Background: an optimization exercise with open tools, aiming at small area, a short achievable clock period and few clock cycles. Do not read the settings as production practice.
The RTL was checked by simulation tests, not by an equivalence proof against the original design.
No activity file was given, so power comes from the tool's default toggle rates.

**run.sh**
```bash
#!/bin/bash
# synth_recipe.tcl (not shown) runs the flow's synth.tcl, then flattens the netlist and writes it again
# the make line also repeats each setting of config.mk as NAME=value (left out here)
make -C /OpenROAD-flow-scripts/flow DESIGN_CONFIG=/design/flow/config.mk WORK_HOME=/design/flow/orfs CLKGATE_MAP_FILE= SYNTH_SCRIPT=/design/flow/synth_recipe.tcl finish
```
**design.v**
```verilog
package adbq_pkg;
	localparam int unsigned RING_SLOTS_DEF = 8;
	localparam int unsigned MAX_REPLY_DEF  = 24;
	localparam int unsigned MODE_W      = 2;
	localparam int unsigned BYTE_W      = 8;
	localparam int unsigned OUTCOME_W   = 3;
	localparam int unsigned DATA_IDX_W  = 5;
	localparam int unsigned MIN_PACKET  = 3;
	localparam logic [BYTE_W-1:0] PACKET_TYPE_DATA = 8'h00;
	typedef enum logic [MODE_W-1:0] {
		MODE_BYTE  = 2'd0,
		MODE_ABORT = 2'd1,
		MODE_POP   = 2'd2,
		MODE_NOP   = 2'd3
	} mode_t;
	typedef enum logic [OUTCOME_W-1:0] {
		OC_QUEUED    = 3'd0,
		OC_IGNORED   = 3'd1,
		OC_DROPPED   = 3'd2,
		OC_PACKET    = 3'd3,
		OC_EMPTY     = 3'd4,
		OC_DISCARDED = 3'd5
	} outcome_t;
	typedef enum logic [1:0] {
		PH_ATTN = 2'd0,
		PH_RECV = 2'd1,
		PH_OVER = 2'd2
	} rx_phase_t;
	typedef enum logic [2:0] {
		S_IDLE,
		S_BYTE,
		S_JUDGE,
		S_POP,
		S_RD1,
		S_RD2,
		S_DATA
	} seq_state_t;
	typedef struct packed {
		logic byte_we;
		logic len_we;
	} store_ctl_t;
endpackage
import adbq_pkg::*;
module adbq_store #(
	parameter int unsigned RING_SLOTS = RING_SLOTS_DEF,
	parameter int unsigned MAX_REPLY  = MAX_REPLY_DEF,
	localparam int unsigned PTR_W  = $clog2(RING_SLOTS),
	localparam int unsigned SLOT_W = MAX_REPLY - 1,
	localparam int unsigned DATA_N = SLOT_W - 2,
	localparam int unsigned POS_W  = $clog2(DATA_N)
) (
	input  logic              clk,
	input  logic              arst_n,
	input  logic              we,
	input  logic [PTR_W-1:0]  wr_slot,
	input  logic [1:0]        wr_kind,       
	input  logic [BYTE_W-1:0] wr_byte,
	input  logic [PTR_W-1:0]  q_slot,
	output logic [DATA_N-1:0] q_pos_oh,      
	output logic [POS_W-1:0]  q_pos,
	input  logic [RING_SLOTS-1:0] rd_slot_oh,
	input  logic [DATA_N-1:0]     rd_pos_oh,
	output logic [BYTE_W-1:0] rd_status,
	output logic [BYTE_W-1:0] rd_command,
	output logic [BYTE_W-1:0] rd_data
);
	logic [BYTE_W-1:0] ring   [RING_SLOTS][DATA_N];
	logic [BYTE_W-1:0] status [RING_SLOTS];
	logic [BYTE_W-1:0] cmd    [RING_SLOTS];
	logic [POS_W-1:0]  pos0   [RING_SLOTS];
	logic [BYTE_W-1:0] row    [RING_SLOTS];
	logic [RING_SLOTS-1:0] wq_slot_n;
	logic [1:0]            wq_kind;
	logic [BYTE_W-1:0]     wq_byte;
	always_ff @(posedge clk) begin
		for (int s = 0; s < RING_SLOTS; s++) begin
			wq_slot_n[s] <= !(we && (wr_slot == PTR_W'(s)));
		end
		wq_kind <= wr_kind;
		wq_byte <= wr_byte;
	end
	always_ff @(posedge clk) begin
		for (int s = 0; s < RING_SLOTS; s++) begin
			ring[s][0] <= (!wq_slot_n[s] && wq_kind[1]) ? wq_byte : ring[s][DATA_N-1];
			for (int p = 1; p < DATA_N; p++) begin
				ring[s][p] <= ring[s][p-1];
			end
			if (!wq_slot_n[s] && wq_kind == 2'd0) begin
				status[s] <= wq_byte;
			end
			if (!wq_slot_n[s] && wq_kind == 2'd1) begin
				cmd[s] <= wq_byte;
			end
			if (!wq_slot_n[s] && wq_kind == 2'd2) begin
				pos0[s] <= POS_W'(1);
			end else begin
				pos0[s] <= (pos0[s] == POS_W'(DATA_N - 1)) ? '0 : pos0[s] + POS_W'(1);
			end
		end
	end
	always_comb begin
		q_pos = pos0[q_slot];
		for (int p = 0; p < DATA_N; p++) begin
			q_pos_oh[p] = (q_pos == POS_W'(p));
		end
	end
	always_comb begin
		rd_status  = '0;
		rd_command = '0;
		rd_data    = '0;
		for (int s = 0; s < RING_SLOTS; s++) begin
			row[s] = '0;
			for (int p = 0; p < DATA_N; p++) begin
				row[s] = row[s] | (ring[s][p] & {BYTE_W{rd_pos_oh[p]}});
			end
			rd_status  = rd_status  | (status[s] & {BYTE_W{rd_slot_oh[s]}});
			rd_command = rd_command | (cmd[s]    & {BYTE_W{rd_slot_oh[s]}});
			rd_data    = rd_data    | (row[s]    & {BYTE_W{rd_slot_oh[s]}});
		end
	end
endmodule
import adbq_pkg::*;
module adbq_seq #(
	parameter int unsigned RING_SLOTS = RING_SLOTS_DEF,
	parameter int unsigned MAX_REPLY  = MAX_REPLY_DEF,
	parameter int unsigned RQ_DEPTH   = 6,
	localparam int unsigned PTR_W  = $clog2(RING_SLOTS),
	localparam int unsigned SLOT_W = MAX_REPLY - 1,
	localparam int unsigned OFF_W  = $clog2(SLOT_W),
	localparam int unsigned LEN_W  = $clog2(MAX_REPLY),
	localparam int unsigned DATA_N = SLOT_W - 2,
	localparam int unsigned POS_W  = $clog2(DATA_N)
) (
	input  logic              clk,
	input  logic              arst_n,
	input  logic              deliver_enable,
	input  logic              item_valid,
	output logic              item_ready,
	input  logic [MODE_W-1:0] item_mode,
	input  logic [BYTE_W-1:0] item_link_byte,
	input  logic              item_end_of_packet,
	output logic                  result_valid,
	input  logic                  result_ready,
	output logic [OUTCOME_W-1:0]  result_outcome,
	output logic [BYTE_W-1:0]     result_status_flags,
	output logic [BYTE_W-1:0]     result_echoed_command,
	output logic [BYTE_W-1:0]     result_data_byte,
	output logic [DATA_IDX_W-1:0] result_data_index,
	output logic                  result_has_data,
	output logic                  result_last,
	output logic              wr_en,
	output logic [PTR_W-1:0]  wr_slot,
	output logic [1:0]        wr_kind,
	output logic [BYTE_W-1:0] wr_byte,
	output logic [PTR_W-1:0]  q_slot,
	input  logic [DATA_N-1:0] q_pos_oh,
	input  logic [POS_W-1:0]  q_pos,
	output logic [RING_SLOTS-1:0] rd_slot_oh,
	output logic [DATA_N-1:0]     rd_pos_oh,
	input  logic [BYTE_W-1:0] rd_status,
	input  logic [BYTE_W-1:0] rd_command,
	input  logic [BYTE_W-1:0] rd_data
);
	localparam int unsigned CNT_W = $clog2(MAX_REPLY + 1);
	localparam int unsigned RQ_W  = $clog2(RQ_DEPTH);
	localparam int unsigned ITEM_W = MODE_W + BYTE_W + 1;
	function automatic logic [PTR_W-1:0] ring_next(input logic [PTR_W-1:0] i);
		ring_next = (i == PTR_W'(RING_SLOTS - 1)) ? '0 : i + PTR_W'(1);
	endfunction
	logic              rdy_q, in_v, sk_v;
	logic [ITEM_W-1:0] in_d, sk_d, item_d;
	logic              take, consume, in_free;
	assign item_d  = {item_mode, item_link_byte, item_end_of_packet};
	assign take    = item_valid && rdy_q;
	assign in_free = !in_v || consume;
	assign item_ready = rdy_q;
	always_ff @(posedge clk or negedge arst_n) begin
		if (!arst_n) begin
			in_v  <= 1'b0;
			sk_v  <= 1'b0;
			rdy_q <= 1'b0;
		end else begin
			if (in_free) begin
				in_v  <= sk_v || take;
				sk_v  <= 1'b0;
				rdy_q <= 1'b1;
			end else begin
				sk_v  <= sk_v || take;
				rdy_q <= !(sk_v || take);
			end
		end
	end
	always_ff @(posedge clk) begin
		if (rdy_q) begin
			sk_d <= item_d;
		end
		if (in_free) begin
			in_d <= sk_v ? sk_d : item_d;
		end
	end
	logic [MODE_W-1:0] in_mode;
	logic [BYTE_W-1:0] in_byte;
	logic              in_eop;
	assign {in_mode, in_byte, in_eop} = in_d;
	adbq_pkg::rx_phase_t phase_q;
	logic [CNT_W-1:0]  count_q;
	logic              type0_q;
	logic [PTR_W-1:0]  head_q, tail_q;
	logic [RING_SLOTS-1:0] tail_oh;    
	logic [PTR_W-1:0]  occ_q;          
	logic [RING_SLOTS-1:0] busy_q, busy_set, busy_clr;
	logic              has_mem [RING_SLOTS];
	logic [LEN_W-1:0]  li_mem  [RING_SLOTS];
	logic is_byte, is_abort, is_pop, owes, stores, st_cmd, data, judging, judge_ok, stall;
	logic empty, full, pend_v, aligned, busy_wait, cmd_safe, data_safe;
	logic [POS_W-1:0] al_q, al_d;
	logic [CNT_W-1:0] count_d;
	adbq_pkg::rx_phase_t phase_d;
	logic f_recv, f_over, f_nz, f_eq1, f_eq2, f_eq3, f_ge2, f_ge3, f_alz;
	logic [OUTCOME_W-1:0] pend_oc;
	logic [LEN_W-1:0] judge_nd, judge_li;
	logic [OUTCOME_W-1:0] judge_oc;
	logic [RQ_DEPTH-1:0][3:0] rq_q;
	logic [RQ_DEPTH-1:0] rq_v;
	logic            rq_full, rq_push, rq_pop;
	logic [3:0]      rq_in, rq_head;
	assign is_byte  = (in_mode == MODE_BYTE);
	assign is_abort = (in_mode == MODE_ABORT);
	assign is_pop   = (in_mode == MODE_POP);
	assign owes     = (is_byte && in_eop) || is_abort || is_pop;
	assign stores   = is_byte && f_recv && f_nz;
	assign st_cmd   = stores && !f_ge3;
	assign data     = stores && f_ge3;
	assign aligned   = f_eq3 || f_alz;
	assign busy_wait = (|(busy_q & tail_oh)) && ((data && !data_safe) || (st_cmd && !cmd_safe));
	assign stall    = pend_v || (is_pop && rq_full) || busy_wait || (data && !aligned);
	assign consume  = in_v && !stall;
	assign judging  = consume && ((is_byte && in_eop) || is_abort);
	assign empty = (occ_q == '0);
	assign full  = (occ_q == PTR_W'(RING_SLOTS - 1));
	always_comb begin
		if (is_byte) begin
			judge_ok = ((f_recv && f_ge2) || f_over) && type0_q;
			judge_nd = f_over ? LEN_W'(SLOT_W - 2) : LEN_W'(count_q - CNT_W'(MIN_PACKET - 1));
		end else begin
			judge_ok = f_ge3 && type0_q;
			judge_nd = LEN_W'(count_q - CNT_W'(MIN_PACKET));
		end
		judge_li = (judge_nd != '0) ? judge_nd - LEN_W'(1) : '0;
		if (!judge_ok) begin
			judge_oc = OC_IGNORED;
		end else if (full) begin
			judge_oc = OC_DROPPED;
		end else begin
			judge_oc = OC_QUEUED;
		end
	end
	always_comb begin
		if (pend_v) begin
			rq_in = {1'b0, pend_oc};
		end else if (is_pop) begin
			if (empty) begin
				rq_in = {1'b0, OC_EMPTY};
			end else if (!deliver_enable) begin
				rq_in = {1'b0, OC_DISCARDED};
			end else begin
				rq_in = {1'b1, 3'(head_q)};
			end
		end else begin
			rq_in = {1'b0, judge_oc};
		end
	end
	assign rq_push  = pend_v ? !rq_full : (consume && owes && !rq_full);
	assign busy_set = (consume && is_pop && !empty && deliver_enable) ?
		(RING_SLOTS'(1) << head_q) : '0;
	assign wr_en   = consume && stores;
	assign wr_slot = tail_q;
	assign wr_kind = f_eq1 ? 2'd0 : f_eq2 ? 2'd1 : f_eq3 ? 2'd2 : 2'd3;
	always_comb begin
		phase_d = phase_q;
		count_d = count_q;
		if (consume) begin
			if (is_byte) begin
				if (f_recv) begin
					count_d = count_q + CNT_W'(1);
					if (count_q == CNT_W'(MAX_REPLY - 1)) begin
						phase_d = PH_OVER;
					end
				end else if (!f_over) begin
					phase_d = PH_RECV;
					count_d = '0;
				end
			end
			if (judging) begin
				phase_d = PH_ATTN;
				count_d = '0;
			end
		end
		if (consume && data) begin
			al_d = '0;
		end else begin
			al_d = (al_q == POS_W'(DATA_N - 1)) ? '0 : al_q + POS_W'(1);
		end
	end
	assign wr_byte = in_byte;
	always_ff @(posedge clk or negedge arst_n) begin
		if (!arst_n) begin
			phase_q <= PH_ATTN;
			count_q <= '0;
			type0_q <= 1'b0;
			head_q  <= '0;
			tail_q  <= '0;
			tail_oh <= RING_SLOTS'(1);
			occ_q   <= '0;
			busy_q  <= '0;
			pend_v  <= 1'b0;
			al_q    <= '0;
			{f_recv, f_over, f_nz, f_eq1, f_eq2, f_eq3, f_ge2, f_ge3} <= '0;
			f_alz   <= 1'b1;
		end else begin
			al_q    <= al_d;
			f_alz   <= (al_d == '0);
			phase_q <= phase_d;
			count_q <= count_d;
			f_recv  <= (phase_d == PH_RECV);
			f_over  <= (phase_d == PH_OVER);
			f_nz    <= (count_d != '0);
			f_eq1   <= (count_d == CNT_W'(1));
			f_eq2   <= (count_d == CNT_W'(2));
			f_eq3   <= (count_d == CNT_W'(3));
			f_ge2   <= (count_d >= CNT_W'(2));
			f_ge3   <= (count_d >= CNT_W'(3));
			if (pend_v) begin
				pend_v <= rq_full;
			end else if (judging && rq_full) begin
				pend_v <= 1'b1;
			end
			busy_q <= (busy_q & ~busy_clr) | busy_set;
			if (consume) begin
				if (is_byte && f_recv && !f_nz) begin
					type0_q <= (in_byte == PACKET_TYPE_DATA);
				end
				if (judging) begin
					if (judge_oc == OC_QUEUED) begin
						tail_q  <= ring_next(tail_q);
						tail_oh <= {tail_oh[RING_SLOTS-2:0], tail_oh[RING_SLOTS-1]};
						occ_q   <= occ_q + PTR_W'(1);
					end
				end
				if (is_pop && !empty) begin
					head_q <= ring_next(head_q);
					occ_q  <= occ_q - PTR_W'(1);
				end
			end
		end
	end
	always_ff @(posedge clk) begin
		for (int i = 0; i < RING_SLOTS; i++) begin
			if (judging && judge_oc == OC_QUEUED && tail_oh[i]) begin
				has_mem[i] <= (judge_nd != '0);
				li_mem[i]  <= judge_li;
			end
		end
		if (judging) begin
			pend_oc <= judge_oc;
		end
	end
	assign rq_full = rq_v[RQ_DEPTH-1];
	assign rq_head = rq_q[0];
	always_ff @(posedge clk or negedge arst_n) begin
		if (!arst_n) begin
			rq_v <= '0;
		end else if (rq_push && !rq_pop) begin
			rq_v <= {rq_v[RQ_DEPTH-2:0], 1'b1};
		end else if (rq_pop && !rq_push) begin
			rq_v <= {1'b0, rq_v[RQ_DEPTH-1:1]};
		end
	end
	always_ff @(posedge clk) begin
		for (int i = 0; i < RQ_DEPTH; i++) begin
			if (rq_pop) begin
				if (rq_push && rq_v[i] && (i == RQ_DEPTH - 1 || !rq_v[i + 1])) begin
					rq_q[i] <= rq_in;
				end else if (i < RQ_DEPTH - 1) begin
					rq_q[i] <= rq_q[i + 1];
				end
			end else if (rq_push && !rq_v[i] && (i == 0 || rq_v[i - 1])) begin
				rq_q[i] <= rq_in;
			end
		end
	end
	logic                  c_v, c_rep, c_done, c_has;
	logic [OUTCOME_W-1:0]  c_code;
	logic [PTR_W-1:0]      c_slot;
	logic [RING_SLOTS-1:0] c_slot_oh;
	logic [DATA_N-1:0]     c_pos_oh;
	localparam logic [DATA_N-1:0] TAPS = DATA_N'(21'h11111);
	logic                  c_at, c_at_rot;
	logic [LEN_W-1:0]      c_idx, c_rem, c_li, q_li;
	logic                  q_has;
	logic [POS_W-1:0]      c_vict, c_vict_nx;
	logic                  c_safe;
	logic                  load_ok, emit, c_last, c_fin, c_load;
	logic                  res_valid_q;
	logic [OUTCOME_W-1:0]  res_outcome_q;
	logic [BYTE_W-1:0]     res_status_q, res_cmd_q, res_data_q;
	logic [DATA_IDX_W-1:0] res_index_q;
	logic                  res_has_q, res_last_q;
	assign load_ok    = !res_valid_q || result_ready;
	assign emit       = c_v && load_ok && c_at;
	assign c_at_rot   = |({c_pos_oh[DATA_N-2:0], c_pos_oh[DATA_N-1]} & TAPS);
	assign c_last     = !c_rep || (c_rem == '0);
	assign c_fin      = emit && c_last;
	assign c_load     = (!c_v || c_fin) && rq_v[0];
	assign rq_pop     = c_load;
	assign rd_slot_oh = c_slot_oh;
	assign rd_pos_oh  = c_pos_oh & TAPS;
	assign q_slot     = PTR_W'(rq_head[2:0]);
	assign q_has      = has_mem[PTR_W'(rq_head[2:0])];
	assign q_li       = li_mem[PTR_W'(rq_head[2:0])];
	assign busy_clr   = (c_fin && c_rep) ? c_slot_oh : '0;
	assign cmd_safe  = c_v && c_rep && c_done && (|(c_slot_oh & tail_oh));
	assign data_safe = c_v && c_rep && c_safe && (|(c_slot_oh & tail_oh));
	always_ff @(posedge clk or negedge arst_n) begin
		if (!arst_n) begin
			c_v         <= 1'b0;
			res_valid_q <= 1'b0;
		end else begin
			if (c_load) begin
				c_v <= 1'b1;
			end else if (c_fin) begin
				c_v <= 1'b0;
			end
			if (emit) begin
				res_valid_q <= 1'b1;
			end else if (result_ready) begin
				res_valid_q <= 1'b0;
			end
		end
	end
	assign c_vict_nx = (c_vict == POS_W'(DATA_N - 1)) ? '0 : c_vict + POS_W'(1);
	always_ff @(posedge clk) begin
		if (c_load) begin
			c_vict <= (q_pos >= POS_W'(DATA_N - 2)) ? q_pos - POS_W'(DATA_N - 2) : q_pos + POS_W'(2);
			c_safe <= 1'b0;
		end else begin
			c_vict <= c_vict_nx;
			c_safe <= (LEN_W'(c_vict_nx) < c_idx) || !c_has || (LEN_W'(c_vict_nx) > c_li);
		end
		if (c_load) begin
			c_rep     <= rq_head[3];
			c_code    <= rq_head[2:0];
			c_slot    <= PTR_W'(rq_head[2:0]);
			c_slot_oh <= RING_SLOTS'(1) << rq_head[2:0];
			c_idx     <= '0;
			c_done    <= 1'b0;
			c_has     <= q_has;
			c_li      <= q_li;
			c_rem     <= q_li;
			c_pos_oh  <= q_has ? q_pos_oh : '0;
			c_at      <= !rq_head[3] || !q_has || (|(q_pos_oh & TAPS));
		end else if (emit) begin
			c_idx     <= c_idx + LEN_W'(1);
			c_rem     <= c_rem - LEN_W'(1);
			c_done    <= 1'b1;
		end else begin
			c_pos_oh  <= {c_pos_oh[DATA_N-2:0], c_pos_oh[DATA_N-1]};
			c_at      <= !c_rep || !c_has || c_at_rot;
		end
		if (emit) begin
			if (c_rep) begin
				res_outcome_q <= OC_PACKET;
				if (!c_done) begin
					res_status_q <= rd_status;
					res_cmd_q    <= rd_command;
				end
				res_data_q  <= rd_data;
				res_index_q <= DATA_IDX_W'(c_idx);
				res_has_q   <= c_has;
				res_last_q  <= c_last;
			end else begin
				res_outcome_q <= c_code;
				res_status_q  <= '0;
				res_cmd_q     <= '0;
				res_data_q    <= '0;
				res_index_q   <= '0;
				res_has_q     <= 1'b0;
				res_last_q    <= 1'b1;
			end
		end
	end
	assign result_valid          = res_valid_q;
	assign result_outcome        = res_outcome_q;
	assign result_status_flags   = res_status_q;
	assign result_echoed_command = res_cmd_q;
	assign result_data_byte      = res_data_q;
	assign result_data_index     = res_index_q;
	assign result_has_data       = res_has_q;
	assign result_last           = res_last_q;
endmodule
import adbq_pkg::*;
module adb_packet_receive_queue_top #(
	parameter int unsigned RING_SLOTS = RING_SLOTS_DEF,
	parameter int unsigned MAX_REPLY  = MAX_REPLY_DEF
) (
	input  logic          clk,
	input  logic          arst_n,
	input  logic          cfg_we,
	input  logic          cfg_wdata,
	input  logic                  item_valid,
	output logic                  item_ready,
	input  logic [MODE_W-1:0]     item_mode,
	input  logic [BYTE_W-1:0]     item_link_byte,
	input  logic                  item_end_of_packet,
	output logic                  result_valid,
	input  logic                  result_ready,
	output logic [OUTCOME_W-1:0]  result_outcome,
	output logic [BYTE_W-1:0]     result_status_flags,
	output logic [BYTE_W-1:0]     result_echoed_command,
	output logic [BYTE_W-1:0]     result_data_byte,
	output logic [DATA_IDX_W-1:0] result_data_index,
	output logic                  result_has_data,
	output logic                  result_last
);
	localparam int unsigned PTR_W  = $clog2(RING_SLOTS);
	localparam int unsigned SLOT_W = MAX_REPLY - 1;
	localparam int unsigned OFF_W  = $clog2(SLOT_W);
	logic              deliver_enable_q;
	logic              wr_en;
	logic [PTR_W-1:0]  wr_slot, q_slot;
	logic [1:0]        wr_kind;
	logic [$clog2(SLOT_W-2)-1:0] q_pos;
	logic [RING_SLOTS-1:0] rd_slot_oh;
	logic [SLOT_W-3:0] rd_pos_oh, q_pos_oh;
	logic [BYTE_W-1:0] wr_byte, rd_status, rd_command, rd_data;
	always_ff @(posedge clk or negedge arst_n) begin
		if (!arst_n) begin
			deliver_enable_q <= 1'b0;
		end else if (cfg_we) begin
			deliver_enable_q <= cfg_wdata;
		end
	end
	adbq_seq #(
		.RING_SLOTS (RING_SLOTS),
		.MAX_REPLY  (MAX_REPLY)
	) u_seq (
		.clk            (clk),
		.arst_n         (arst_n),
		.deliver_enable (deliver_enable_q),
		.item_valid            (item_valid),
		.item_ready            (item_ready),
		.item_mode             (item_mode),
		.item_link_byte        (item_link_byte),
		.item_end_of_packet    (item_end_of_packet),
		.result_valid          (result_valid),
		.result_ready          (result_ready),
		.result_outcome        (result_outcome),
		.result_status_flags   (result_status_flags),
		.result_echoed_command (result_echoed_command),
		.result_data_byte      (result_data_byte),
		.result_data_index     (result_data_index),
		.result_has_data       (result_has_data),
		.result_last           (result_last),
		.wr_en      (wr_en),
		.wr_slot    (wr_slot),
		.wr_kind    (wr_kind),
		.wr_byte    (wr_byte),
		.q_slot     (q_slot),
		.q_pos_oh   (q_pos_oh),
		.q_pos      (q_pos),
		.rd_slot_oh (rd_slot_oh),
		.rd_pos_oh  (rd_pos_oh),
		.rd_status  (rd_status),
		.rd_command (rd_command),
		.rd_data    (rd_data)
	);
	adbq_store #(
		.RING_SLOTS (RING_SLOTS),
		.MAX_REPLY  (MAX_REPLY)
	) u_store (
		.clk        (clk),
		.arst_n     (arst_n),
		.we         (wr_en),
		.wr_slot    (wr_slot),
		.wr_kind    (wr_kind),
		.wr_byte    (wr_byte),
		.q_slot     (q_slot),
		.q_pos_oh   (q_pos_oh),
		.q_pos      (q_pos),
		.rd_slot_oh (rd_slot_oh),
		.rd_pos_oh  (rd_pos_oh),
		.rd_status  (rd_status),
		.rd_command (rd_command),
		.rd_data    (rd_data)
	);
endmodule
```
**constraint.sdc**
```tcl
create_clock -name core_clock -period 7.0 [get_ports {clk}]
set_input_delay 1.4000 -clock core_clock [delete_from_list [all_inputs] [get_ports {clk}]]
set_output_delay 1.4000 -clock core_clock [all_outputs]
set_load 0.01 [all_outputs]
```
**config.mk**
```make
export PLATFORM = sky130hd
export DESIGN_NAME = adb_packet_receive_queue_top
export DESIGN_NICKNAME = adb_packet_receive_queue_top
export VERILOG_FILES = /design/flow/design.v
export SDC_FILE = /design/flow/constraint.sdc
export NUM_CORES = 4
export LEC_CHECK = 0
export CAP_MARGIN = 20
export CORE_MARGIN = 2
export CORE_UTILIZATION = 65
export CTS_BUF_LIST = sky130_fd_sc_hd__clkbuf_8
export CTS_CLUSTER_DIAMETER = 45
export CTS_CLUSTER_SIZE = 20
export SETUP_SLACK_MARGIN = 4.25
export SLEW_MARGIN = 20
```
==> results of run 1 <==
[layout by cell type, fill, tap and decap left out, drive strengths merged, types with 67 or more instances in the layout]
master / Yosys / routed
a22oi: 171 / 171
buf: 30 / 97
mux2: 98 / 98
clkbuf: 72 / 153
nor2: 118 / 118
o21ai: 67 / 67
inv: 86 / 129
nand2: 156 / 158
edfxtp: 303 / 303
dfxtp: 1414 / 1414
[cells in the mapped netlist (all sizes together) (8+ instances only)]
master     n  area, um2
a21o      14        105
a21oi     29        149
a222oi    64        641
a22o      11       96.3
a22oi    171       1280
a31oi     12        135
a41oi     24        210
and2      16        103
and3       8       50.1
buf       30        163
clkbuf    72        272
dfrtp     58       1450
dfxtp   1414      28300
edfxtp   303       9100
ha        55        688
inv       86        323
mux2      98       1100
mux2i     27        270
nand2    156        588
nand2b    22        138
nand3     39        200
nor2     118        459
nor2b     11       68.8
nor3      11       60.1
o21ai     67        350
or2        9       56.3
xnor2     23        201
xor2      22        193
[layer usage]
layer,vias to the layer above,GRT usage,wire length [um],share of wire
li1,11000,-,-,-
met1,11900,0.373,44200,0.47
met2,681,0.399,43600,0.46
met3,147,0.0394,5310,0.056
met4,2,0.0745,1850,0.019
met5,-,0,13,0.00014
[metrics by stage]
stage | cells | total power, uW
2_1_floorplan | 3062 | 13200
3_3_place_gp | 3999 | 14200
3_5_place_dp | 3999 | 14300
4_1_cts | 4246 | 20400
5_1_grt | 4277 | 21300
6_report | 4277 | 20500
[layout make-up]
| type | count | area (um2) | area share |
|---|---|---|---|
| Sequential cell | 1777 | 38900 | 0.734 |
| Multi-Input combinational cell | 1098 | 8380 | 0.158 |
| Clock buffer | 152 | 2090 | 0.0395 |
| Tap cell | 959 | 1200 | 0.0226 |
| Clock inverter | 88 | 1130 | 0.0213 |
| Timing Repair Buffer | 113 | 930 | 0.0175 |
| Inverter | 87 | 350 | 0.00661 |
| Timing Repair inverter | 1 | 8.76 | 0.000165 |
| Antenna cell | 2 | 5.00 | 0.0000944 |
[timing repair]
item | CTS | global route
endpoints found under the setup margin | 201 | 174
setup buffers | 5 | 28
pin swaps | 0 | 6
cloned | 2 | 1
gates resized for setup | 180 | 33
hold endpoints to repair | 0 | 0
[registers in the layout (all words and copies together) (netlist names), 11 cells and up]
name / flops
u_store.pos0: 40
u_store.status: 64
u_seq.li_mem: 40
u_seq.rq_q: 24
u_seq.sk_d: 11
u_seq.in_d: 11
u_seq.c_pos_oh: 21
u_store.cmd: 64
u_store.ring: 1344
[path summary, 6_finish.rpt]
| path | endpoint | slack, ps | depth (start not counted) |
|---|---|---|---|
| min reg2reg | u_store.ring[117][3] | 310 | 0 |
| max reg2reg | u_seq.res_data_q[4] | 4320 | 6 |
| min | u_store.ring[117][3] | 310 | 0 |
| max in group asynchronous | u_seq.f_ge3 | 5660 | 2 |
| min in group asynchronous | u_seq.c_v | 720 | 2 |
| max | result_data_byte[5] | 4110 | 1 |
[power groups by stage]
stage          sequential, uW  clock, uW  combinational [uW]
2_1_floorplan           11400          0                1780
3_3_place_gp            11500          0                2710
3_5_place_dp            11500          0                2780
4_1_cts                 11300       6290                2870
5_1_grt                 11300       6690                3240
6_report                11300       6180                3010
[cells by family after synthesis]
kind of cell / after synthesis
compound gates: 447
xor+xnor: 45
fa+ha+maj: 56
buf+inv: 189
flops: 1777
mux: 127
simple gates: 421
==> reports/qor.yml, run 1 <==
status: "complete, no violations"
avgViaCountPerCell: 5.55
grt_pass1_vias: 24200
avgSynthCellArea_um2: 15.6
crit_path_start_kind: "flip-flop"
end_kind: "primary output"
utilization: 0.728
synth_top_family_by_area: "compound AO/OA/AOI/OAI gates"
htreeDepth: 4
cp_num_buf_inv: 1
setup_viol: 0
synth.area.mux_share: 0.0298
grt_first_pass_wirelength_um: 145000
crit_start: "u_seq.res_data_q[5]"
gp_congestion: 0.865
skew_ps: 37.2
hp-class: "flip-flop to flip-flop"
row_count: 99
cts_num_sinks: 1777
hold_viol_final: 0
crit_fanout: 1
netlist-cell-type-count: 88
initial_utilization: 0.655
syn2layout_area_growth_pct: 11.2
pwr-share-clk: 0.301
slew-limit-headroom: 0.241
num_vias: 23700
ir_drop_v: 0.000312
synth-xor-area-share: 0.00826
place_ws_ps: 3060
cts_root_buf: "clkbuf_8"
grt.overflow.total: 0
min_period_ps: 2890
ys_seq_elements: 1777
sw_frac_of_total: 0.283
syn-instance-count: 3062
cp_cell_sequence: "buf_2"
tightest_slew_ps: 1140
maxSlewViolCount: 0
antenna_found_initial: 2
ios: 53
ys_seq_area_frac: 0.816
place_area_mm2: 0.0494
maxClockFrequency_ghz: 0.346
grt_start_max_net_pins: 65
final_antenna_net_count: 0
crit_type: "flip-flop to primary output"
worstSkewPairLatency_ps: 830
async_flop_share: 0.0338
die_w_um: 275
p_comb_frac: 0.147
first_iter_violations: 2153
power_density_mw_per_mm2: 387
cts_tree: "done"
cts-hold-fix-buffers: 0
coreArea_mm2: 0.0728
syn-cell-area_mm2: 0.0477
dp_hpwl_um: 54700
fin_hold_ws_ps: 308
wl_per_cell_um: 22.2
clk_pin_slew_ps: 120
drt_wl_total_um: 95000
stdcell_area_mm2: 0.0530
hold_start: "u_store.ring[116][3]"
dieArea_mm2: 0.0756
cts-buffers-inserted: 135
drive_gt1_frac: 0.157
worst_slack_ps: 4110
cp_slowest_cell: "edfxtp_1"
cp_top_family: "flip-flops"
syn_nets: 3135
internal_power_uw: 14700
synthAdderAreaFrac: 0.0148
die_h_um: 275
ys.flop_type: "dfxtp_1"
leakage_uw: 0.0210
final_nets: 3286
synth_compound_area_frac: 0.0738
min_period_over_period: 0.413
cap_violations: 0
crit_path_max_incr_delay_ps: 480
yosysWarnings: 12
synth-simple-area-share: 0.0415
critical_path_arrival_ps: 1490
switchingPower_uw: 5790
rsz0062_at_grt: "yes"
crit_required_ps: 5600
drt-pass1-iter-count: 6
seqPwrFrac: 0.552
setup_total_negative_slack_ps: 0
io_buffers: 52
synth_edf_count: 303
drc: 0
r2r-start: "u_seq.c_pos_oh[12]"
fill_cells: 4693
grtUsageTotal: 0.255
cts_buffer_depth: 3
Testbench counts, summed over its fixed seeds: cycles 23,510.
==> run 2: changes to the inputs <==
--- a/config.mk
+++ b/config.mk
@@ -5,11 +5,11 @@
 export SDC_FILE = /design/flow/constraint.sdc
 export NUM_CORES = 4
 export LEC_CHECK = 0
-export CAP_MARGIN = 20
+export CAP_MARGIN = 0
 export CORE_MARGIN = 2
 export CORE_UTILIZATION = 65
 export CTS_BUF_LIST = sky130_fd_sc_hd__clkbuf_8
 export CTS_CLUSTER_DIAMETER = 45
 export CTS_CLUSTER_SIZE = 20
-export SETUP_SLACK_MARGIN = 4.25
-export SLEW_MARGIN = 20
+export SETUP_SLACK_MARGIN = 4.2
+export SLEW_MARGIN = 0
==> reports/qor.yml, run 2 <==
final_nets: 3275
row_count: 99
min_period_ps: 2840
maxSlewViolCount: 0
setup_viol: 0
synth_compound_area_frac: 0.0738
dp_hpwl_um: 54000
crit_path_max_incr_delay_ps: 520
synth-xor-area-share: 0.00826
first_iter_violations: 1965
netlist.area_leader.share: 0.594
synthAdderAreaFrac: 0.0148
end_kind: "primary output"
num_vias: 23600
netlist-cell-type-count: 88
setup_total_negative_slack_ps: 0
yosysMostFrequentCell: "dfxtp_1"
drt_wl_total_um: 93000
seq_area_mm2: 0.0389
drive_gt1_frac: 0.147
async_flop_share: 0.0338
power_density_mw_per_mm2: 380
critical_path_arrival_ps: 1440
cp_top_family: "flip-flops"
cts_num_sinks: 1777
avgViaCountPerCell: 5.54
fill_cells: 4668
maxClockFrequency_ghz: 0.352
pwr-share-clk: 0.285
regMostFlops: "u_store.ring"
die_w_um: 275
crit_required_ps: 5600
yosysWarnings: 12
skew_ps: 42.9
initial_utilization: 0.655
largest_reg_flops: 1344
worstSkewPairLatency_ps: 790
coreArea_mm2: 0.0728
final_antenna_net_count: 0
ir_drop_v: 0.000313
rsz0062_at_grt: "yes"
syn-instance-count: 3062
layout_common_cells: "dfxtp_1, edfxtp_1, a22oi_1, nand2_1, clkbuf_8"
synth-simple-area-share: 0.0415
grt_pass1_vias: 23900
cts-buffers-inserted: 136
layout.cells.most_common: "dfxtp_1"
ios: 53
crit_type: "flip-flop to primary output"
status: "complete, no violations"
cts_buffer_depth: 3
fin_hold_ws_ps: 300
tightest_slew_ps: 1300
synth_top_family_by_area: "compound AO/OA/AOI/OAI gates"
ys_seq_area_frac: 0.816
reg_top3: "u_store.ring (1344), u_store.cmd (64), u_store.status (64)"
io_buffers: 52
htreeDepth: 4
power_uw: 19900
multi_input_area_mm2: 0.00833
avgSynthCellArea_um2: 15.6
cap_violations: 0
synth_edf_count: 303
drc: 0
grt.overflow.total: 0
antenna_found_initial: 2
drt-pass1-iter-count: 7
leakage_uw: 0.0208
ys_top_cells_by_area: "dfxtp_1, edfxtp_1, dfrtp_1"
hp-class: "flip-flop to flip-flop"
sw_frac_of_total: 0.283
seqPwrFrac: 0.564
slew-limit-headroom: 0.133
dieArea_mm2: 0.0756
cts_root_buf: "clkbuf_8"
cp_slowest_cell: "edfxtp_1"
p_comb_frac: 0.151
switchingPower_uw: 5640
syn2layout_area_growth_pct: 10.2
min_period_over_period: 0.406
ys_seq_elements: 1777
ys.flop_type: "dfxtp_1"
grt_start_max_net_pins: 66
synth.area.mux_share: 0.0298
syn_nets: 3135
cp_cell_sequence: "buf_6"
ys_top_cells_by_count: "dfxtp_1, edfxtp_1, a22oi_1"
grtUsageTotal: 0.248
grt_first_pass_wirelength_um: 141000
synth_top_area_cell: "dfxtp_1"
crit_path_start_kind: "flip-flop"
hold_viol_final: 0
internal_power_uw: 14300
syn-cell-area_mm2: 0.0477
cts-hold-fix-buffers: 0
wl_per_cell_um: 21.8
cts_tree: "done"
gp_congestion: 0.839
clk_pin_slew_ps: 110
crit_fanout: 1
die_h_um: 275
cp_num_buf_inv: 1
-- run 2: cell counts after synthesis --
Identical to the previous run, type by type.
-- run 2: repair_timing --
action / 4_1_cts / 5_1_grt
pin swaps: 2 / 2
cloned: 3 / 0
gates resized for setup: 190 / 22
endpoints found under the setup margin: 208 / 141
setup buffers: 4 / 16
-- run 2: final timing paths --
| kind | from | to | slack (ps) | depth (start not counted) |
|---|---|---|---|---|
| max | u_seq.res_status_q[3] | result_status_flags[3] | 4160 | 1 |
| min | u_store.ring[86][3] | u_store.ring[87][3] | 300 | 0 |
| max reg2reg | u_seq.rq_q[1] | u_seq.c_vict[2] | 4260 | 10 |
| min reg2reg | u_store.ring[86][3] | u_store.ring[87][3] | 300 | 0 |
| max in group asynchronous | arst_n | u_seq.rdy_q | 5630 | 2 |
| min in group asynchronous | arst_n | u_seq.c_v | 770 | 2 |
-- run 2: power by group through the flow --
stage | Combinational, uW | Sequential (uW) | Clock (uW)
final | 3010 | 11300 | 5680
after detailed placement | 2860 | 11500 | 0
after CTS | 2940 | 11200 | 5810
after floorplan | 1780 | 11400 | 0
after global routing | 3220 | 11300 | 6190
after global placement | 2760 | 11500 | 0
-- run 2: logic make-up after synthesis --
logic type	after synthesis
flops	1777
compound gates	447
simple gates	421
buf+inv	189
mux	127
fa+ha+maj	56
xor+xnor	45
-- run 2: per-stage QoR --
| step | setup slack, ps | instances | util | cell area, um2 |
|---|---|---|---|---|
| final | 4160 | 4259 | 0.721 | 52500 |
| after global routing | 4100 | 4259 | 0.721 | 52500 |
| after detailed placement | 2750 | 4000 | 0.678 | 49400 |
| after global placement | 2800 | 4000 | 0.678 | 49400 |
| after floorplan | 4040 | 3062 | - | 47900 |
| after CTS | 4090 | 4242 | 0.719 | 52400 |
-- run 2: area by class of cell --
| cell class | instances | share of cell area |
|---|---|---|
| antenna | 1 | 0.0000476 |
| inverter | 87 | 0.00676 |
| clock buffer | 150 | 0.0393 |
| timing repair inverter | 1 | 0.000167 |
| timing repair buffer | 101 | 0.0162 |
| multi-input combinational | 1098 | 0.158 |
| sequential | 1777 | 0.740 |
| tap | 959 | 0.0228 |
| clock inverter | 85 | 0.0158 |
-- run 2: per-layer routing --
metal  part of all wire  vias up  GRT usage
met4              0.025        0     0.0822
met3              0.057      177     0.0452
met5                  0        -          0
met1               0.46    11800      0.356
li1                   -    11000          -
met2               0.45      660      0.387
==> run 3: changes to the inputs <==
--- a/design.v
+++ b/design.v
@@ -402,10 +402,12 @@
 	logic                  c_safe;
 	logic                  load_ok, emit, c_last, c_fin, c_load;
 	logic                  res_valid_q;
-	logic [OUTCOME_W-1:0]  res_outcome_q;
-	logic [BYTE_W-1:0]     res_status_q, res_cmd_q, res_data_q;
-	logic [DATA_IDX_W-1:0] res_index_q;
-	logic                  res_has_q, res_last_q;
+	localparam int unsigned RES_W = OUTCOME_W + 3 * BYTE_W + DATA_IDX_W + 2;
+	logic [RES_W-1:0]      res_new, res_hold_q, res_out_q;
+	logic [OUTCOME_W-1:0]  hold_outcome;
+	logic [BYTE_W-1:0]     hold_status, hold_cmd, hold_data;
+	logic [DATA_IDX_W-1:0] hold_index;
+	logic                  hold_has, hold_last;
 	assign load_ok    = !res_valid_q || result_ready;
 	assign emit       = c_v && load_ok && c_at;
 	assign c_at_rot   = |({c_pos_oh[DATA_N-2:0], c_pos_oh[DATA_N-1]} & TAPS);
@@ -468,35 +470,23 @@
 			c_at      <= !c_rep || !c_has || c_at_rot;
 		end
 		if (emit) begin
-			if (c_rep) begin
-				res_outcome_q <= OC_PACKET;
-				if (!c_done) begin
-					res_status_q <= rd_status;
-					res_cmd_q    <= rd_command;
-				end
-				res_data_q  <= rd_data;
-				res_index_q <= DATA_IDX_W'(c_idx);
-				res_has_q   <= c_has;
-				res_last_q  <= c_last;
-			end else begin
-				res_outcome_q <= c_code;
-				res_status_q  <= '0;
-				res_cmd_q     <= '0;
-				res_data_q    <= '0;
-				res_index_q   <= '0;
-				res_has_q     <= 1'b0;
-				res_last_q    <= 1'b1;
-			end
+			res_hold_q <= res_new;
+		end
+		res_out_q <= (res_new & {RES_W{emit}}) | (res_hold_q & {RES_W{!emit}});
+	end
+	assign {hold_outcome, hold_status, hold_cmd, hold_data, hold_index, hold_has, hold_last} =
+		res_hold_q;
+	always_comb begin
+		if (c_rep) begin
+			res_new = {OC_PACKET, c_done ? hold_status : rd_status, c_done ? hold_cmd : rd_command,
+				rd_data, DATA_IDX_W'(c_idx), c_has, c_last};
+		end else begin
+			res_new = {c_code, {(3 * BYTE_W + DATA_IDX_W + 1){1'b0}}, 1'b1};
 		end
 	end
 	assign result_valid          = res_valid_q;
-	assign result_outcome        = res_outcome_q;
-	assign result_status_flags   = res_status_q;
-	assign result_echoed_command = res_cmd_q;
-	assign result_data_byte      = res_data_q;
-	assign result_data_index     = res_index_q;
-	assign result_has_data       = res_has_q;
-	assign result_last           = res_last_q;
+	assign {result_outcome, result_status_flags, result_echoed_command, result_data_byte,
+		result_data_index, result_has_data, result_last} = res_out_q;
 endmodule
 import adbq_pkg::*;
 module adb_packet_receive_queue_top #(
--- a/config.mk
+++ b/config.mk
@@ -5,11 +5,11 @@
 export SDC_FILE = /design/flow/constraint.sdc
 export NUM_CORES = 4
 export LEC_CHECK = 0
-export CAP_MARGIN = 0
+export CAP_MARGIN = 20
 export CORE_MARGIN = 2
 export CORE_UTILIZATION = 65
 export CTS_BUF_LIST = sky130_fd_sc_hd__clkbuf_8
 export CTS_CLUSTER_DIAMETER = 45
 export CTS_CLUSTER_SIZE = 20
-export SETUP_SLACK_MARGIN = 4.2
-export SLEW_MARGIN = 0
+export SETUP_SLACK_MARGIN = 4.35
+export SLEW_MARGIN = 20
==> reports/qor.yml, run 3 <==
reg_top3: "u_store.ring (1344), u_store.cmd (64), u_store.status (64)"
syn-cell-area_mm2: 0.0488
cp_slowest_cell: "dfrtp_2"
clk_pin_slew_ps: 110
layout_common_cells: "dfxtp_1, edfxtp_1, nand2_1, clkbuf_8, nor2_1"
cp_top_family: "flip-flops"
syn-instance-count: 3201
ys_seq_elements: 1811
ys_seq_area_frac: 0.811
layout.cells.most_common: "dfxtp_1"
maxSlewViolCount: 0
dp_hpwl_um: 56000
cts-buffers-inserted: 141
avgSynthCellArea_um2: 15.3
critical_path_arrival_ps: 1340
maxClockFrequency_ghz: 0.365
ir_drop_v: 0.000310
cp_num_buf_inv: 1
stdcell_area_mm2: 0.0547
die_w_um: 278
cap_violations: 0
crit_fanout: 2
power_uw: 20700
internal_power_uw: 14900
setup_viol: 0
largest_reg_flops: 1344
ys_top_cells_by_count: "dfxtp_1, edfxtp_1, nand2_1"
grtUsageTotal: 0.259
ys.flop_type: "dfxtp_1"
setup_total_negative_slack_ps: 0
dieArea_mm2: 0.0773
cts_buffer_depth: 3
drc: 0
syn2layout_area_growth_pct: 12.0
wl_per_cell_um: 22.5
num_vias: 25000
skew_ps: 54.9
initial_utilization: 0.656
leakage_uw: 0.0217
synth_top_area_cell: "dfxtp_1"
power_density_mw_per_mm2: 378
drive_gt1_frac: 0.172
syn_nets: 3274
yosysMostFrequentCell: "dfxtp_1"
min_period_ps: 2740
netlist-cell-type-count: 79
grt_start_max_net_pins: 66
worstSkewPairLatency_ps: 830
first_iter_violations: 2656
drt_wl_total_um: 100000
cts-hold-fix-buffers: 0
cp_cell_sequence: "buf_6"
hold_viol_final: 0
sw_frac_of_total: 0.281
ys_top_cells_by_area: "dfxtp_1, edfxtp_1, dfrtp_1"
final_antenna_net_count: 0
htreeDepth: 4
grt_first_pass_wirelength_um: 150000
end_kind: "primary output"
io_buffers: 52
rsz0062_at_grt: "yes"
yosysWarnings: 12
p_comb_frac: 0.154
grt_pass1_vias: 25100
seqPwrFrac: 0.561
cts_tree: "done"
final_nets: 3446
ios: 53
hp-class: "flip-flop to flip-flop"
switchingPower_uw: 5800
synth_edf_count: 303
crit_path_start_kind: "flip-flop"
crit_required_ps: 5600
coreArea_mm2: 0.0744
netlist.area_leader.share: 0.594
min_period_over_period: 0.392
pwr-share-clk: 0.285
worst_slack_ps: 4260
grt.overflow.total: 0
avgViaCountPerCell: 5.62
drt-pass1-iter-count: 9
status: "complete, no violations"
tightest_slew_ps: 1210
place_area_mm2: 0.0505
die_h_um: 278
row_count: 100
cts_root_buf: "clkbuf_8"
async_flop_share: 0.0331
crit_type: "flip-flop to primary output"
regMostFlops: "u_store.ring"
place_ws_ps: 2460
gp_congestion: 0.859
slew-limit-headroom: 0.191
crit_path_max_incr_delay_ps: 420
antenna_found_initial: 2
cts_num_sinks: 1811
## run 3: kinds of logic (layout without fill, tap and decap cells)
family	Yosys count	count (layout)	share of synthesized area
mux	143	143	0.0330
flops	1811	1811	0.811
xor+xnor	41	41	0.00735
simple gates	500	504	0.0463
fa+ha+maj	56	56	0.0145
other cells	0	1	0
buf+inv	192	462	0.0154
compound gates	458	458	0.0726
## run 3: timing repair
action                     in CTS  in global routing
setup buffers                  32                 15
pin swaps                       9                 12
gates resized for setup       294                 55
cloned                         11                  0
setup endpoints to repair     338                188
## run 3: cell type report
cell class,instances,area [um2]
sequential,1811,39700
fill,4735,19700
multi-input combinational,1202,8950
clock buffer,155,2130
timing repair buffer,137,1490
tap,969,1210
clock inverter,90,892
inverter,78,325
timing repair inverter,2,17.5
antenna,1,2.50
## run 3: power by group through the flow
stage | combinational [uW] | clock [uW] | sequential [uW]
finish | 3170 | 5890 | 11600
global route | 3380 | 6390 | 11600
CTS | 3010 | 6000 | 11600
detailed placement | 2720 | 0 | 11700
global placement | 2630 | 0 | 11700
floorplan | 1660 | 0 | 11600
## run 3: per-stage QoR
step           cells  hold WS, ps  utilization
5_1_grt         4445          321        0.735
6_report        4445          313        0.735
2_1_floorplan   3201          310            -
3_5_place_dp    4141          312        0.678
4_1_cts         4429          312        0.730
3_3_place_gp    4141          310        0.678
## run 3: final timing paths
path | startpoint | to | slack (ps) | cells past startpoint
max in group asynchronous | arst_n | u_seq.rdy_q | 5660 | 2
min | u_store.ring[101][3] | u_store.ring[102][3] | 310 | 0
min reg2reg | u_store.ring[101][3] | u_store.ring[102][3] | 310 | 0
max | u_seq.rdy_q | item_ready | 4260 | 1
max reg2reg | u_seq.rq_q[1] | u_seq.c_vict[1] | 4360 | 11
min in group asynchronous | arst_n | deliver_enable_q | 750 | 2
## run 3: metal layers
| layer | track usage | routed length (um) | vias to the layer above |
|---|---|---|---|
| met5 | 0 | 0 | - |
| met2 | 0.392 | 44800 | 833 |
| met1 | 0.369 | 44900 | 12400 |
| met4 | 0.0891 | 2890 | 0 |
| met3 | 0.0628 | 7430 | 192 |
| li1 | - | - | 11600 |
Testbench counts of run 3, summed over its fixed seeds: cycles 23,510.
==> run 4: changes to the inputs <==
--- a/config.mk
+++ b/config.mk
@@ -11,5 +11,5 @@
 export CTS_BUF_LIST = sky130_fd_sc_hd__clkbuf_8
 export CTS_CLUSTER_DIAMETER = 45
 export CTS_CLUSTER_SIZE = 20
-export SETUP_SLACK_MARGIN = 4.35
+export SETUP_SLACK_MARGIN = 4.15
 export SLEW_MARGIN = 20
==> reports/qor.yml, run 4 <==
avgSynthCellArea_um2: 15.3
cp_cell_sequence: "clkdlybuf4s50_1 > nand2b_4 > nand3_4 > inv_4 > a21bo_4 > nand2_8 > buf_4 > a21oi_2 > mux2_2"
grt.overflow.total: 0
setup_total_negative_slack_ps: 0
grtUsageTotal: 0.259
ys_seq_elements: 1811
grt_pass1_vias: 25000
clk_pin_slew_ps: 100
hp-class: "flip-flop to flip-flop"
crit_path_start_kind: "primary input"
drt_wl_total_um: 99600
grt_start_max_net_pins: 74
skew_ps: 53.2
antenna_found_initial: 3
die_h_um: 278
netlist.area_leader.share: 0.594
layout_common_cells: "dfxtp_1, edfxtp_1, nand2_1, clkbuf_8, nor2_1"
cts_tree: "done"
syn_nets: 3274
cp_num_buf_inv: 3
worstSkewPairLatency_ps: 810
min_period_ps: 2850
slew-limit-headroom: 0.215
reg_top3: "u_store.ring (1344), u_store.cmd (64), u_store.status (64)"
crit_fanout: 9
dieArea_mm2: 0.0773
rsz0062_at_grt: "yes"
crit_type: "primary input to flip-flop"
crit_required_ps: 7520
end_kind: "flip-flop"
stdcell_count: 4419
cts_buffer_depth: 3
async_flop_share: 0.0331
critical_path_arrival_ps: 3370
setup_viol: 0
netlist-cell-type-count: 79
gp_congestion: 0.886
synth_top_area_cell: "dfxtp_1"
initial_utilization: 0.656
tightest_slew_ps: 1180
status: "complete, no violations"
first_iter_violations: 2380
io_buffers: 52
coreArea_mm2: 0.0744
largest_reg_flops: 1344
min_period_over_period: 0.407
ir_drop_v: 0.000351
layout.cells.most_common: "dfxtp_1"
die_w_um: 278
leakage_uw: 0.0214
dp_hpwl_um: 57000
drc: 0
cts_root_buf: "clkbuf_8"
power_density_mw_per_mm2: 379
syn-cell-area_mm2: 0.0488
syn-instance-count: 3201
grt_first_pass_wirelength_um: 151000
ys_top_cells_by_count: "dfxtp_1, edfxtp_1, nand2_1"
drt-pass1-iter-count: 8
drive_gt1_frac: 0.151
cap_violations: 0
htreeDepth: 4
ys_top_cells_by_area: "dfxtp_1, edfxtp_1, dfrtp_1"
cp_top_family: "buffers and inverters"
maxClockFrequency_ghz: 0.351
maxSlewViolCount: 0
num_vias: 24800
dp_cells: 4139
crit_path_max_incr_delay_ps: 450
final_antenna_net_count: 0
cts_num_sinks: 1811
cts-hold-fix-buffers: 0
avgViaCountPerCell: 5.62
ios: 53
synth_edf_count: 303
wl_per_cell_um: 22.5
final_nets: 3418
syn2layout_area_growth_pct: 10.7
cp_slowest_cell: "clkdlybuf4s50_1"
hold_viol_final: 0
yosysWarnings: 12
yosysMostFrequentCell: "dfxtp_1"
cts-buffers-inserted: 144
ys.flop_type: "dfxtp_1"
regMostFlops: "u_store.ring"
ys_seq_area_frac: 0.811
row_count: 100
-- run 4: logic make-up after synthesis --
logic type | Yosys count | share of synthesized area
flip-flops | 1811 | 0.811
AND/OR/NAND/NOR | 500 | 0.0463
AO/OA/AOI/OAI | 458 | 0.0726
buffers and inverters | 192 | 0.0154
multiplexers | 143 | 0.0330
adder cells (fa/ha/maj) | 56 | 0.0145
XOR/XNOR | 41 | 0.00735
-- run 4: metrics by stage --
stage                     setup WS [ps]  area [um2]   util  power [uW]  hold slack (ps)
after detailed placement           2140       50400  0.677       14500              312
after CTS                          4150       53800  0.723       20500              317
after global placement             2250       50400  0.677       14400              310
after global routing               4100       54100  0.726       21200              314
final                              4150       54100  0.726       20500              307
after floorplan                    4030       48900      -       13200              310
-- run 4: timing repair --
| item | in CTS | in global routing |
|---|---|---|
| gates cloned | 2 | 2 |
| buffers inserted | 10 | 15 |
| hold endpoints to repair | 0 | 0 |
| pin swaps | 4 | 5 |
| resized for setup | 159 | 21 |
| setup endpoints to repair | 309 | 141 |
-- run 4: power by group --
group          leakage (uW)  switching (uW)  internal, uW
registers            0.0154             416         11200
logic               0.00436            1900           933
clock network       0.00164            3410          2660
-- run 4: layer usage --
layer | GRT usage | up-vias | wire, um
met4 | 0.0693 | 0 | 1840
li1 | - | 11500 | -
met1 | 0.377 | 12400 | 45300
met3 | 0.0441 | 159 | 6300
met2 | 0.409 | 778 | 46100
met5 | 0 | - | 0
-- run 4: cell type report --
| cell class | count | area [um2] |
|---|---|---|
| Multi-Input combinational cell | 1201 | 8700 |
| Inverter | 78 | 322 |
| Clock inverter | 94 | 1010 |
| Clock buffer | 155 | 2130 |
| Fill cell | 4819 | 20400 |
| Sequential cell | 1811 | 39600 |
| Antenna cell | 2 | 5.00 |
| Timing Repair Buffer | 109 | 1040 |
| Tap cell | 969 | 1210 |
-- run 4: worst paths after layout --
check | from | slack [ps] | depth (start not counted) | to
worst max register to register | u_seq.c_slot_oh[0] | 4210 | 10 | u_seq.rq_q[13]
worst min-delay path | u_store.ring[102][4] | 310 | 0 | u_store.ring[103][4]
max in group asynchronous | arst_n | 5670 | 2 | u_seq.head_q[1]
min in group asynchronous | arst_n | 780 | 2 | u_seq.count_q[2]
worst max-delay path | result_ready | 4150 | 9 | u_seq.rq_q[1]
worst min register to register | u_store.ring[102][4] | 310 | 0 | u_store.ring[103][4]
==> run 5: changes to the inputs <==
--- a/config.mk
+++ b/config.mk
@@ -11,5 +11,5 @@
 export CTS_BUF_LIST = sky130_fd_sc_hd__clkbuf_8
 export CTS_CLUSTER_DIAMETER = 45
 export CTS_CLUSTER_SIZE = 20
-export SETUP_SLACK_MARGIN = 4.15
+export SETUP_SLACK_MARGIN = 4.5
 export SLEW_MARGIN = 20
==> reports/qor.yml, run 5 <==
place_area_mm2: 0.0505
slew-limit-headroom: 0.246
row_count: 100
synth_top_area_cell: "dfxtp_1"
cts_tree: "done"
syn-cell-area_mm2: 0.0488
drive_gt1_frac: 0.189
ys_top_cells_by_area: "dfxtp_1, edfxtp_1, dfrtp_1"
final_antenna_net_count: 0
clk_pin_slew_ps: 110
crit_path_start_kind: "flip-flop"
maxSlewViolCount: 0
worstSkewPairLatency_ps: 820
netlist-cell-type-count: 79
ys_seq_elements: 1811
first_iter_violations: 2386
avgSynthCellArea_um2: 15.3
ys.flop_type: "dfxtp_1"
grt.overflow.total: 0
ys_seq_area_frac: 0.811
cap_violations: 0
avgViaCountPerCell: 5.64
cp_slowest_cell: "dfrtp_2"
synth_edf_count: 303
tightest_slew_ps: 1130
hp-class: "flip-flop to flip-flop"
min_period_ps: 2760
layout.cells.most_common: "dfxtp_1"
initial_utilization: 0.656
grtUsageTotal: 0.262
syn-instance-count: 3201
largest_reg_flops: 1344
die_w_um: 278
hold_viol_final: 0
maxClockFrequency_ghz: 0.362
end_kind: "primary output"
crit_type: "flip-flop to primary output"
grt_pass1_vias: 25000
dp_hpwl_um: 56100
antenna_found_initial: 4
htreeDepth: 4
setup_total_negative_slack_ps: 0
min_period_over_period: 0.395
cts-hold-fix-buffers: 0
reg_top3: "u_store.ring (1344), u_store.cmd (64), u_store.status (64)"
syn_nets: 3274
cts_buffer_depth: 3
leakage_uw: 0.0219
status: "complete, no violations"
cts_root_buf: "clkbuf_8"
final_nets: 3473
crit_fanout: 2
stdcell_area_mm2: 0.0554
wl_per_cell_um: 22.8
drc: 0
regMostFlops: "u_store.ring"
cts-buffers-inserted: 140
ir_drop_v: 0.000306
async_flop_share: 0.0331
skew_ps: 35.3
crit_required_ps: 5600
io_buffers: 52
yosysWarnings: 12
netlist.area_leader.share: 0.594
ys_top_cells_by_count: "dfxtp_1, edfxtp_1, nand2_1"
cp_top_family: "flip-flops"
yosysMostFrequentCell: "dfxtp_1"
drt-pass1-iter-count: 6
critical_path_arrival_ps: 1360
setup_viol: 0
die_h_um: 278
grt_start_max_net_pins: 66
coreArea_mm2: 0.0744
fill_cells: 4610
grt_first_pass_wirelength_um: 152000
rrSetupSlack_ps: 4310
layout_common_cells: "dfxtp_1, edfxtp_1, nand2_1, clkbuf_8, nor2_1"
syn2layout_area_growth_pct: 13.4
cts_num_sinks: 1811
gp_congestion: 0.886
cp_cell_sequence: "buf_6"
cp_num_buf_inv: 1
rsz0062_at_grt: "yes"
power_density_mw_per_mm2: 378
ios: 53
crit_path_max_incr_delay_ps: 430
num_vias: 25200
drt_wl_total_um: 102000
dieArea_mm2: 0.0773
-- run 5: cell counts after synthesis --
No cell type changed its count.
-- run 5: kinds of logic after synthesis --
logic type | count (synthesis) | share of synthesized area
buf+inv | 192 | 0.0154
fa+ha+maj | 56 | 0.0145
compound gates | 458 | 0.0726
flops | 1811 | 0.811
xor+xnor | 41 | 0.00735
simple gates | 500 | 0.0463
mux | 143 | 0.0330
-- run 5: final timing paths --
check                           cells after the start             endpoint                 from
worst min register to register                      0  u_store.ring[94][2]  u_store.ring[93][2]
worst min-delay path                                0  u_store.ring[94][2]  u_store.ring[93][2]
max in group asynchronous                           2     u_seq.tail_oh[2]               arst_n
worst max-delay path                                1           item_ready          u_seq.rdy_q
worst max register to register                     11      u_seq.c_vict[1]        u_seq.rq_q[1]
min in group asynchronous                           2           u_seq.sk_v               arst_n
-- run 5: where the power goes --
group / internal (uW) / switching (uW) / total (uW) / leakage (uW)
sequential: 11200 / 416 / 11600 / 0.0154
combinational: 1260 / 2070 / 3330 / 0.00497
clock: 2550 / 3440 / 5990 / 0.00158
total: 15000 / 5930 / 20900 / 0.0219
-- run 5: per-layer routing --
metal / part of all wire / vias to the layer above / wire length [um] / GRT usage
met1: 0.45 / 12500 / 46300 / 0.382
met2: 0.45 / 913 / 45900 / 0.403
li1: - / 11600 / - / -
met5: 0 / - / 0 / 0
met4: 0.023 / 0 / 2300 / 0.0798
met3: 0.072 / 181 / 7280 / 0.0486
-- run 5: final cells by class --
type                       count  area [um2]  share of cell area
tap                          969        1210              0.0219
clock inverter                83         898              0.0162
inverter                      78         325             0.00587
antenna                        2        5.00           0.0000904
sequential                  1811       39700               0.716
multi-input combinational   1202        9160               0.165
timing repair inverter         1        8.76            0.000158
clock buffer                 160        2200              0.0398
timing repair buffer         166        1890              0.0341
-- run 5: repair_timing --
action,CTS,global route
gates cloned,14,2
pin swaps,16,27
endpoints found under the hold margin,0,0
setup endpoints to repair,363,241
resized for setup,308,82
buffers inserted,47,25
-- run 5: per-stage QoR --
stage	hold WS (ps)	utilization	worst slack [ps]	cells	total power, uW
6_report	314	0.744	4240	4472	20900
5_1_grt	322	0.744	4170	4472	21700
4_1_cts	309	0.736	4160	4443	20800
3_5_place_dp	312	0.679	2610	4139	14500
3_3_place_gp	310	0.679	2700	4139	14300
2_1_floorplan	310	-	4040	3201	13300

==> port drivers added, routing unchanged <==
In the flow no input, the clock included, has a driving cell. The finished layouts below were timed again as built, in two steps. Step 1, drivers: a clkbuf_16 drives clk and a buf_2 each remaining input, both assumed. Step 2 also shifts input and output timing later by t, the mid clock arrival at the registers, as if the neighbouring blocks saw the same clock. a / b / c = ideal ports / drivers / drivers and shift; a / b = the first two.
run | shift t [ns] | setup slack, ns | worst setup path after step 2 | latest minus earliest clock arrival (ns)
run 1 | 0.871 | 4.108 / 4.048 / 3.509 | input to register | 0.039 / 0.039
run 2 | 0.835 | 4.159 / 4.095 / 3.484 | input to register | 0.053 / 0.053
run 3 | 0.863 | 4.259 / 4.197 / 3.457 | input to register | 0.062 / 0.061
run 4 | 0.844 | 4.148 / 4.135 / 3.345 | input to register | 0.058 / 0.058
run 5 | 0.870 | 4.235 / 4.169 / 3.902 | input to register | 0.044 / 0.044
After both steps every run listed still meets setup and hold. For run 4, which loses most, drivers alone change the setup slack by -0.013 ns; drivers and shift together by -0.803 ns.
